This design comes from an exercise in tuning for a short achievable clock period and few clock cycles on the open sky130 flow, not from production work. In this exercise RTL edits were held to simulation tests only and were not proved equivalent to the original. The flow treats the clock pin as an ideal source. Dropping or thinning the clock tree relies on that and would not hold on a real chip. Power is estimated from default activity; no workload was simulated.

## epsilon
==> flow/design.v <==
`timescale 1ns/100ps
module exec_unit
#(
	parameter int K       = 0,
	parameter int SLICE_W = 4
)
(
	input  logic                        clk,
	input  logic                        rst_q,
	input  logic                        last_rst,
	input  logic                        in_valid,
	input  logic [8-1:0]    in_sel_a,
	input  logic [8-1:0]    in_sel_b,
	input  logic [8-1:0]    in_sel_d,
	input  logic [$clog2(8)-1:0]       in_rd,
	input  logic                        in_sub,
	input  logic [3:0]                  in_fn,
	input  logic                        in_cin,
	input  logic [16-1:0]      in_imm,
	input  logic [16-1:0]      in_res,
	output logic                        out_valid,
	output logic [8-1:0]    out_sel_a,
	output logic [8-1:0]    out_sel_b,
	output logic [8-1:0]    out_sel_d,
	output logic [$clog2(8)-1:0]       out_rd,
	output logic                        out_sub,
	output logic [3:0]                  out_fn,
	output logic                        out_cin,
	output logic [16-1:0]      out_imm,
	output logic [16-1:0]      out_res
);
	localparam int NUM_REGS = 8;
	localparam int DATA_W   = 16;
	logic [SLICE_W-1:0] arf [NUM_REGS];
	logic [SLICE_W-1:0] a;
	logic [SLICE_W-1:0] b;
	logic [SLICE_W:0]   sum;
	logic [SLICE_W-1:0] res;
	always_comb
	begin
		a = '0;
		b = in_imm[K*SLICE_W +: SLICE_W];
		for (int i = 0; i < NUM_REGS; i++)
		begin
			a = a | (arf[i] & {SLICE_W{in_sel_a[i]}});
			b = b | (arf[i] & {SLICE_W{in_sel_b[i]}});
		end
		b   = b ^ {SLICE_W{in_sub}};
		sum = {1'b0, a} + {1'b0, b} + {{SLICE_W{1'b0}}, in_cin};
		res = ({SLICE_W{in_fn[0]}} & sum[SLICE_W-1:0])
		    | ({SLICE_W{in_fn[1]}} & (a & b))
		    | ({SLICE_W{in_fn[2]}}  & (a | b))
		    | ({SLICE_W{in_fn[3]}} & (a ^ b));
	end
	always_ff @(posedge clk)
	begin
		for (int i = 0; i < NUM_REGS; i++)
		begin
			if (!rst_q)
				arf[i] <= SLICE_W'(DATA_W'(i) >> (K * SLICE_W));
			else if (in_valid && in_sel_d[i])
				arf[i] <= res;
		end
	end
	always_ff @(posedge clk)
	begin
		out_valid <= rst_q & (K < 16 / SLICE_W - 1 || last_rst) & in_valid;
		out_sel_a <= in_sel_a;
		out_sel_b <= in_sel_b;
		out_sel_d <= in_sel_d;
		out_rd    <= in_rd;
		out_sub   <= in_sub;
		out_fn    <= in_fn;
		out_cin   <= sum[SLICE_W];
		out_imm   <= in_imm;
		out_res   <= in_res;
		out_res[K*SLICE_W +: SLICE_W] <= res;
	end
endmodule
`timescale 1ns/100ps
module ooo_core
(
	input  logic                   clk,
	input  logic                   rst_n,
	input  logic                   issue,
	input  logic [3:0]             op,
	input  logic [$clog2(8)-1:0]  rs1,
	input  logic [$clog2(8)-1:0]  rs2,
	input  logic [$clog2(8)-1:0]  rd,
	input  logic [16-1:0] imm,
	output logic                   dispatch_stall,
	output logic                   commit_valid,
	output logic [$clog2(8)-1:0]  commit_rd,
	output logic [16-1:0] commit_data
);
	localparam int NUM_REGS = 8;
	localparam int DATA_W   = 16;
	localparam int REG_W    = $clog2(8);
	localparam int SLICE_W  = 4;
	localparam int NSLICE   = DATA_W / SLICE_W;
	assign dispatch_stall = 1'b0;
	logic rst_q;
	always_ff @(posedge clk)
		rst_q <= rst_n;
	logic                use_a;
	logic                use_rs2;
	logic                use_imm;
	logic                sub;
	logic [3:0]          fn;
	always_comb
	begin
		use_a   = op <= 4'd5;
		use_rs2 = op <= 4'd4;
		use_imm = op == 4'd5 || op == 4'd6;
		sub     = op == 4'd1;
		fn      = '0;
		case (op)
			4'd2: fn[1] = 1'b1;
			4'd3:  fn[2]  = 1'b1;
			4'd4: fn[3] = 1'b1;
			default: fn[0] = 1'b1;
		endcase
	end
	logic                d_valid;
	logic [NUM_REGS-1:0] d_sel_a;
	logic [NUM_REGS-1:0] d_sel_b;
	logic [NUM_REGS-1:0] d_sel_d;
	logic [REG_W-1:0]    d_rd;
	logic                d_sub;
	logic [3:0]          d_fn;
	logic [DATA_W-1:0]   d_imm;
	always_ff @(posedge clk)
	begin
		d_valid <= rst_n & issue;
		for (int i = 0; i < NUM_REGS; i++)
		begin
			d_sel_a[i] <= use_a   && rs1 == REG_W'(i);
			d_sel_b[i] <= use_rs2 && rs2 == REG_W'(i);
			d_sel_d[i] <= rd == REG_W'(i);
		end
		d_rd  <= rd;
		d_sub <= sub;
		d_fn  <= fn;
		d_imm <= use_imm ? imm : '0;
	end
	logic [NSLICE:0]                    e_valid;
	logic [NSLICE:0][NUM_REGS-1:0]      e_sel_a;
	logic [NSLICE:0][NUM_REGS-1:0]      e_sel_b;
	logic [NSLICE:0][NUM_REGS-1:0]      e_sel_d;
	logic [NSLICE:0][REG_W-1:0]         e_rd;
	logic [NSLICE:0]                    e_sub;
	logic [NSLICE:0][3:0]               e_fn;
	logic [NSLICE:0]                    e_cin;
	logic [NSLICE:0][DATA_W-1:0]        e_imm;
	logic [NSLICE:0][DATA_W-1:0]        e_res;
	assign e_valid[0] = d_valid;
	assign e_sel_a[0] = d_sel_a;
	assign e_sel_b[0] = d_sel_b;
	assign e_sel_d[0] = d_sel_d;
	assign e_rd[0]    = d_rd;
	assign e_sub[0]   = d_sub;
	assign e_fn[0]    = d_fn;
	assign e_cin[0]   = d_sub;
	assign e_imm[0]   = d_imm;
	assign e_res[0]   = '0;
	for (genvar k = 0; k < NSLICE; k++)
	begin : g_slice
		exec_unit #(.K(k), .SLICE_W(SLICE_W)) u_exec
		(
			.clk       (clk),
			.rst_q     (rst_q),
			.last_rst  (rst_n),
			.in_valid  (e_valid[k]),
			.in_sel_a  (e_sel_a[k]),
			.in_sel_b  (e_sel_b[k]),
			.in_sel_d  (e_sel_d[k]),
			.in_rd     (e_rd[k]),
			.in_sub    (e_sub[k]),
			.in_fn     (e_fn[k]),
			.in_cin    (e_cin[k]),
			.in_imm    (e_imm[k]),
			.in_res    (e_res[k]),
			.out_valid (e_valid[k+1]),
			.out_sel_a (e_sel_a[k+1]),
			.out_sel_b (e_sel_b[k+1]),
			.out_sel_d (e_sel_d[k+1]),
			.out_rd    (e_rd[k+1]),
			.out_sub   (e_sub[k+1]),
			.out_fn    (e_fn[k+1]),
			.out_cin   (e_cin[k+1]),
			.out_imm   (e_imm[k+1]),
			.out_res   (e_res[k+1])
		);
	end
	assign commit_valid = e_valid[NSLICE];
	assign commit_rd    = e_rd[NSLICE];
	assign commit_data  = e_res[NSLICE];
endmodule
clock: 14.0 ns
lec_check: 0
abc_clock_period_in_ps: 3000
cap_margin: 20
core_margin: 2
core_utilization: 40
place_density: 0.6
setup_slack_margin: 5
slew_margin: 20
run.sh (not shown) runs the stock make flow with config.mk's settings and CLKGATE_MAP_FILE= SYNTH_SCRIPT=/design/flow/synth_recipe.tcl, a recipe that flattens the netlist after the stock synthesis.
Both conditions hold for epsilon: the flow ran to the end and the final layout passed the timing, DRC and antenna checks.
Testbench counts of epsilon, summed over its fixed seeds: cycles 24,040.
Inputs modified between epsilon and delta:
- SETUP_SLACK_MARGIN removed (was 5)
==> flow/flow/run.sh (new file) <==
#!/bin/bash
set -euo pipefail
bash standard.sh SETUP_SLACK_MARGIN=${MARGIN:-10.7} finish > standard_flow.log 2>&1
==> flow/standard.sh (new file) <==
#!/bin/bash
# synth_recipe.tcl (not shown) runs the flow's synth.tcl, then flattens the netlist and writes it again
# the make line also repeats each setting of config.mk as NAME=value (left out here)
make -C /OpenROAD-flow-scripts/flow DESIGN_CONFIG=/design/flow/config.mk WORK_HOME=/design/flow/orfs CLKGATE_MAP_FILE= SYNTH_SCRIPT=/design/flow/synth_recipe.tcl "${@:-finish}"
removed: flow/run.sh
## What came out
delta closes out successfully: all stages finished, all timing, DRC and antenna checks passed.
Compared with epsilon, in delta sequential share of layout area saw a decrease; standard cell area after detailed placement saw an increase; worst hold slack after final layout saw little to no change.


== run A ==
ooo_core, a different RTL version from the one above (not shown whole).
Size: about 1100 cells after synthesis, about 280 flip-flops, ~53 I/O pins, ~11000 µm² of cells after synthesis.
clock: 14.0 ns
lec_check: 0
abc_clock_period_in_ps: 3000
cap_margin: 20
core_margin: 2
core_utilization: 60
place_density: 0.75
slew_margin: 20
standard.sh (not shown) runs the stock make flow with config.mk's settings and CLKGATE_MAP_FILE= SYNTH_SCRIPT=/design/flow/synth_recipe.tcl, a recipe that flattens the netlist after the stock synthesis.
==> flow/flow/run.sh <==
#!/bin/bash
set -euo pipefail
here=$(pwd)
bash standard.sh \
  SETUP_SLACK_MARGIN=${MARGIN:-10.9} \
  POST_CTS_TCL=$here/flow/post_cts.tcl \
  CLOCK_ROOTS=4 CLOCK_LEAVES=${LEAVES:-20} \
  CLOCK_ROOT_CELL=inv_16 CLOCK_LEAF_CELL=inv_8 \
  finish > standard_flow.log 2>&1
==> flow/flow/post_cts.tcl <==
# Replace the clock tree that clock_tree_synthesis built with two levels of
# clkbuf_16: the clock port drives CLOCK_ROOTS root buffers, which drive
# CLOCK_LEAVES leaf buffers, each of which drives the clock pins of one group
# of flip-flops. Groups are made by splitting in halves by position,
# alternately along x and y, so they are equal in size and compact, and each
# buffer sits at its group's centre. Every flip-flop sees the same two buffer
# stages, so the tree stays balanced.

set nroots [expr {[info exists ::env(CLOCK_ROOTS)] ? $::env(CLOCK_ROOTS) : 4}]
set block [ord::get_db_block]
set db [ord::get_db]
set clk_net [$block findNet clk]

# every clock pin of a flip-flop below the clock port, and every cell the
# tree synthesis added on the way
set sinks {}
set tree_insts {}
set tree_nets {}
set todo [list $clk_net]
while {[llength $todo] > 0} {
  set net [lindex $todo 0]
  set todo [lrange $todo 1 end]
  foreach it [$net getITerms] {
    if {[$it isOutputSignal]} { continue }
    set inst [$it getInst]
    set master [$inst getMaster]
    if {[$master isSequential]} {
      lappend sinks $it
    } else {
      lappend tree_insts $inst
      foreach o [$inst getITerms] {
        if {[$o isOutputSignal] && [$o getNet] ne "NULL"} {
          lappend tree_nets [$o getNet]
          lappend todo [$o getNet]
        }
      }
    }
  }
}
puts "clock_tree: [llength $sinks] flip-flops, removing [llength $tree_insts] tree cells"

foreach it $sinks { $it disconnect }
foreach inst $tree_insts { odb::dbInst_destroy $inst }
foreach net $tree_nets { odb::dbNet_destroy $net }

# split a list of {x y iterm} into n groups of near equal size
proc split_groups {items n axis} {
  if {$n <= 1} { return [list $items] }
  set idx [expr {$axis == 0 ? 0 : 1}]
  set sorted [lsort -integer -index $idx $items]
  set na [expr {$n / 2}]
  set half [expr {([llength $sorted] * $na + $n / 2) / $n}]
  set a [lrange $sorted 0 [expr {$half - 1}]]
  set b [lrange $sorted $half end]
  return [concat [split_groups $a $na [expr {1 - $axis}]] [split_groups $b [expr {$n - $na}] [expr {1 - $axis}]]]
}

set items {}
set minx 1e12; set maxx -1e12; set miny 1e12; set maxy -1e12
foreach it $sinks {
  set bb [[$it getInst] getBBox]
  set x [expr {([$bb xMin] + [$bb xMax]) / 2}]
  set y [expr {([$bb yMin] + [$bb yMax]) / 2}]
  lappend items [list $x $y $it]
  set minx [expr {min($minx,$x)}]; set maxx [expr {max($maxx,$x)}]
  set miny [expr {min($miny,$y)}]; set maxy [expr {max($maxy,$y)}]
}
set first_axis [expr {($maxx - $minx) >= ($maxy - $miny) ? 0 : 1}]

# one buffer per group, at the group's centre, driving the group's pins;
# returns a list of {x y iterm} for the new buffers' inputs
proc drive_groups {block groups prefix buf_master} {
  set inputs {}
  set g 0
  foreach group $groups {
    set sx 0; set sy 0
    foreach item $group {
      set sx [expr {$sx + [lindex $item 0]}]
      set sy [expr {$sy + [lindex $item 1]}]
    }
    set cx [expr {int($sx / [llength $group])}]
    set cy [expr {int($sy / [llength $group])}]
    set net [odb::dbNet_create $block "clknet_${prefix}_$g"]
    $net setSigType CLOCK
    set buf [odb::dbInst_create $block $buf_master "clkbuf_${prefix}_$g"]
    $buf setLocation $cx $cy
    $buf setPlacementStatus PLACED
    [$buf findITerm [expr {[$buf findITerm X] ne "NULL" ? "X" : "Y"}]] connect $net
    foreach item $group { [lindex $item 2] connect $net }
    puts "clock_tree: clkbuf_${prefix}_$g at $cx $cy drives [llength $group] pins"
    lappend inputs [list $cx $cy [$buf findITerm A]]
    incr g
  }
  return $inputs
}

set nleaves [expr {[info exists ::env(CLOCK_LEAVES)] ? $::env(CLOCK_LEAVES) : 16}]
set leaf_cell [expr {[info exists ::env(CLOCK_LEAF_CELL)] ? $::env(CLOCK_LEAF_CELL) : "clkbuf_16"}]
set root_cell [expr {[info exists ::env(CLOCK_ROOT_CELL)] ? $::env(CLOCK_ROOT_CELL) : "clkbuf_16"}]
set leaf_master [$db findMaster sky130_fd_sc_hd__$leaf_cell]
set root_master [$db findMaster sky130_fd_sc_hd__$root_cell]
set leaf_in [drive_groups $block [split_groups $items $nleaves $first_axis] leaf $leaf_master]
if {$nroots > 0} {
  set root_in [drive_groups $block [split_groups $leaf_in $nroots $first_axis] root $root_master]
} else {
  set root_in $leaf_in
}
foreach item $root_in { [lindex $item 2] connect $clk_net }

# put the new buffers on legal sites
detailed_placement
check_placement -verbose
Testbench counts of run A, summed over its fixed seeds: cycles 24,032.
[inputs] run B vs run A
Settings: a change of CORE_UTILIZATION from 60 to 40; a change of PLACE_DENSITY from 0.75 to 0.6.
==> flow/flow/run.sh <==
#!/bin/bash
set -euo pipefail
here=$(pwd)
bash standard.sh \
  SETUP_SLACK_MARGIN=${MARGIN:-10.9} \
  POST_CTS_TCL=$here/flow/post_cts.tcl \
  CLOCK_ROOTS=4 CLOCK_LEAVES=${LEAVES:-28} \
  CLOCK_ROOT_CELL=inv_16 CLOCK_LEAF_CELL=inv_8 \
  finish > standard_flow.log 2>&1
==> comparison <==
Run A completed end to end with timing, DRC and antenna clean.
Run B finished end to end and its layout was clean on timing, DRC and antenna.
Placeable core region (lower): run A
The highest net fanout along the worst path in run B was lower than what run A gave.
Run B against run A: tap cell count up 49%; final design area excluding fillers up 310 µm².
On worst hold slack, run A tracks run B almost exactly.
Summary of the comparison: via count of the first global-routing pass is higher in run B, relative to run A.
In run B, the routability-driven placement congestion ratio came out 0.028 below the value in run A.
Run B falls short of run A in total leakage power.
Changes observed in run B relative to run A: sequential cell area share shrank by 1.1 points, cell depth of the worst setup path down 12, all-layer global routing usage dropped 7.6 points.
Modified inputs, run C compared to run B
==> flow/flow/run.sh <==
#!/bin/bash
set -euo pipefail
here=$(pwd)
bash standard.sh \
  SETUP_SLACK_MARGIN=${MARGIN:-10.9} \
  POST_CTS_TCL=$here/flow/post_cts.tcl \
  CLOCK_ROOTS=4 CLOCK_LEAVES=${LEAVES:-20} \
  CLOCK_ROOT_CELL=inv_16 CLOCK_LEAF_CELL=inv_8 \
  finish > standard_flow.log 2>&1
## What came out
Compared with run B, run C shows number of detailed-route iterations in the first pass lower by 1.
Summary of run C over run B: fraction of standard cell area that is sequential up 0.35 points; sum of routed wire length over all layers down 0.43%; first-pass GRT wire length down 0.70%.
No run of this note takes its clock network from TritonCTS; it comes from the design's own scripts or RTL.


Another version of the RTL of ooo_core (not shown whole).
Size: ~1100 cells after synthesis.
==> flow/config.mk <==
export PLATFORM = sky130hd
export DESIGN_NAME = ooo_core
export DESIGN_NICKNAME = ooo_core
export VERILOG_FILES = /design/flow/design.v
export SDC_FILE = /design/flow/constraint.sdc
export NUM_CORES = 4
export LEC_CHECK = 0
export ABC_CLOCK_PERIOD_IN_PS = 3000
export CAP_MARGIN = 20
export CORE_MARGIN = 2
export CORE_UTILIZATION = 40
export PLACE_DENSITY = 0.6
export SLEW_MARGIN = 20
==> flow/constraint.sdc <==
create_clock -name core_clock -period 14.0 [get_ports {clk}]
set_input_delay 2.8000 -clock core_clock [delete_from_list [all_inputs] [get_ports {clk}]]
set_output_delay 2.8000 -clock core_clock [all_outputs]
set_load 0.01 [all_outputs]
==> flow/flow/run.sh <==
#!/bin/bash
set -euo pipefail
here=$(pwd)
bash standard.sh \
  SETUP_SLACK_MARGIN=${MARGIN:-10.9} \
  POST_CTS_TCL=$here/flow/post_cts.tcl \
  CLOCK_ROOTS=4 CLOCK_LEAVES=${LEAVES:-12} \
  CLOCK_ROOT_CELL=clkinv_16 CLOCK_LEAF_CELL=clkinv_8 \
  finish > standard_flow.log 2>&1
==> flow/flow/post_cts.tcl <==
# Replace the clock tree that clock_tree_synthesis built with two levels of
# clkbuf_16: the clock port drives CLOCK_ROOTS root buffers, which drive
# CLOCK_LEAVES leaf buffers, each of which drives the clock pins of one group
# of flip-flops. Groups are made by splitting in halves by position,
# alternately along x and y, so they are equal in size and compact, and each
# buffer sits at its group's centre. Every flip-flop sees the same two buffer
# stages, so the tree stays balanced.

set nroots [expr {[info exists ::env(CLOCK_ROOTS)] ? $::env(CLOCK_ROOTS) : 4}]
set block [ord::get_db_block]
set db [ord::get_db]
set clk_net [$block findNet clk]

# every clock pin of a flip-flop below the clock port, and every cell the
# tree synthesis added on the way
set sinks {}
set tree_insts {}
set tree_nets {}
set todo [list $clk_net]
while {[llength $todo] > 0} {
  set net [lindex $todo 0]
  set todo [lrange $todo 1 end]
  foreach it [$net getITerms] {
    if {[$it isOutputSignal]} { continue }
    set inst [$it getInst]
    set master [$inst getMaster]
    if {[$master isSequential]} {
      lappend sinks $it
    } else {
      lappend tree_insts $inst
      foreach o [$inst getITerms] {
        if {[$o isOutputSignal] && [$o getNet] ne "NULL"} {
          lappend tree_nets [$o getNet]
          lappend todo [$o getNet]
        }
      }
    }
  }
}
puts "clock_tree: [llength $sinks] flip-flops, removing [llength $tree_insts] tree cells"

foreach it $sinks { $it disconnect }
foreach inst $tree_insts { odb::dbInst_destroy $inst }
foreach net $tree_nets { odb::dbNet_destroy $net }

# split a list of {x y iterm} into 2^k groups
proc split_groups {items n axis} {
  if {$n <= 1} { return [list $items] }
  set idx [expr {$axis == 0 ? 0 : 1}]
  set sorted [lsort -integer -index $idx $items]
  set half [expr {[llength $sorted] / 2}]
  set a [lrange $sorted 0 [expr {$half - 1}]]
  set b [lrange $sorted $half end]
  set na [expr {$n / 2}]
  return [concat [split_groups $a $na [expr {1 - $axis}]] [split_groups $b [expr {$n - $na}] [expr {1 - $axis}]]]
}

set items {}
set minx 1e12; set maxx -1e12; set miny 1e12; set maxy -1e12
foreach it $sinks {
  set bb [[$it getInst] getBBox]
  set x [expr {([$bb xMin] + [$bb xMax]) / 2}]
  set y [expr {([$bb yMin] + [$bb yMax]) / 2}]
  lappend items [list $x $y $it]
  set minx [expr {min($minx,$x)}]; set maxx [expr {max($maxx,$x)}]
  set miny [expr {min($miny,$y)}]; set maxy [expr {max($maxy,$y)}]
}
set first_axis [expr {($maxx - $minx) >= ($maxy - $miny) ? 0 : 1}]

# one buffer per group, at the group's centre, driving the group's pins;
# returns a list of {x y iterm} for the new buffers' inputs
proc drive_groups {block groups prefix buf_master} {
  set inputs {}
  set g 0
  foreach group $groups {
    set sx 0; set sy 0
    foreach item $group {
      set sx [expr {$sx + [lindex $item 0]}]
      set sy [expr {$sy + [lindex $item 1]}]
    }
    set cx [expr {int($sx / [llength $group])}]
    set cy [expr {int($sy / [llength $group])}]
    set net [odb::dbNet_create $block "clknet_${prefix}_$g"]
    $net setSigType CLOCK
    set buf [odb::dbInst_create $block $buf_master "clkbuf_${prefix}_$g"]
    $buf setLocation $cx $cy
    $buf setPlacementStatus PLACED
    [$buf findITerm [expr {[$buf findITerm X] ne "NULL" ? "X" : "Y"}]] connect $net
    foreach item $group { [lindex $item 2] connect $net }
    puts "clock_tree: clkbuf_${prefix}_$g at $cx $cy drives [llength $group] pins"
    lappend inputs [list $cx $cy [$buf findITerm A]]
    incr g
  }
  return $inputs
}

set nleaves [expr {[info exists ::env(CLOCK_LEAVES)] ? $::env(CLOCK_LEAVES) : 16}]
set leaf_cell [expr {[info exists ::env(CLOCK_LEAF_CELL)] ? $::env(CLOCK_LEAF_CELL) : "clkbuf_16"}]
set root_cell [expr {[info exists ::env(CLOCK_ROOT_CELL)] ? $::env(CLOCK_ROOT_CELL) : "clkbuf_16"}]
set leaf_master [$db findMaster sky130_fd_sc_hd__$leaf_cell]
set root_master [$db findMaster sky130_fd_sc_hd__$root_cell]
set leaf_in [drive_groups $block [split_groups $items $nleaves $first_axis] leaf $leaf_master]
if {$nroots > 0} {
  set root_in [drive_groups $block [split_groups $leaf_in $nroots $first_axis] root $root_master]
} else {
  set root_in $leaf_in
}
foreach item $root_in { [lindex $item 2] connect $clk_net }

# put the new buffers on legal sites
detailed_placement
check_placement -verbose
Testbench counts at the start, summed over its fixed seeds: cycles 24,016.
==> next run, changes <==
--- a/flow/flow/post_cts.tcl
+++ b/flow/flow/post_cts.tcl
@@ -70,5 +70,6 @@
 # one buffer per group, at the group's centre, driving the group's pins;
 # returns a list of {x y iterm} for the new buffers' inputs
-proc drive_groups {block groups prefix buf_master} {
+proc drive_groups {groups prefix buf_master} {
+  global block
   set inputs {}
   set g 0
@@ -100,7 +101,7 @@
 set leaf_master [$db findMaster sky130_fd_sc_hd__$leaf_cell]
 set root_master [$db findMaster sky130_fd_sc_hd__$root_cell]
-set leaf_in [drive_groups $block [split_groups $items $nleaves $first_axis] leaf $leaf_master]
+set leaf_in [drive_groups [split_groups $items $nleaves $first_axis] leaf $leaf_master]
 if {$nroots > 0} {
-  set root_in [drive_groups $block [split_groups $leaf_in $nroots $first_axis] root $root_master]
+  set root_in [drive_groups [split_groups $leaf_in $nroots $first_axis] root $root_master]
 } else {
   set root_in $leaf_in
- The new run did not get past clock tree synthesis
- synthesized cell count does not change
- area after synthesis stays the same
The clock cells of the first run of this note come from the design's own scripts or RTL, not from TritonCTS.

separate check: timing with driven ports:
Ports are ideal in the flow. The routed layouts listed here were re-timed in OpenROAD. Step 1 assumes that a clkbuf_16 drives the clock port and a buf_2 every other input. Step 2, shift: input delay + t, output delay - t, t = (earliest + latest rising clock arrival at the registers) / 2. This alone moves slack from input paths to output paths. Three values: ideal ports, drivers, drivers and shift; two values: the first two.
run	shift t [ns]	setup WS [ns]	worst setup path after step 2
epsilon	0.559	9.844 / 9.794 / 9.730	input to register
delta	0.552	10.267 / 10.217 / 10.252	input to register
run A	0.324	10.625 / 10.435 / 10.623	register to register
run B	0.348	10.633 / 10.421 / 10.679	register to register
run C	0.340	10.629 / 10.419 / 10.705	register to register
the first run of note 3	0.369	10.395 / 10.366 / 10.282	input to register
After both steps setup and hold are still met in every run listed. The setup slack of epsilon, which loses most, moves by -0.050 ns with the drivers and by -0.114 ns with both steps.
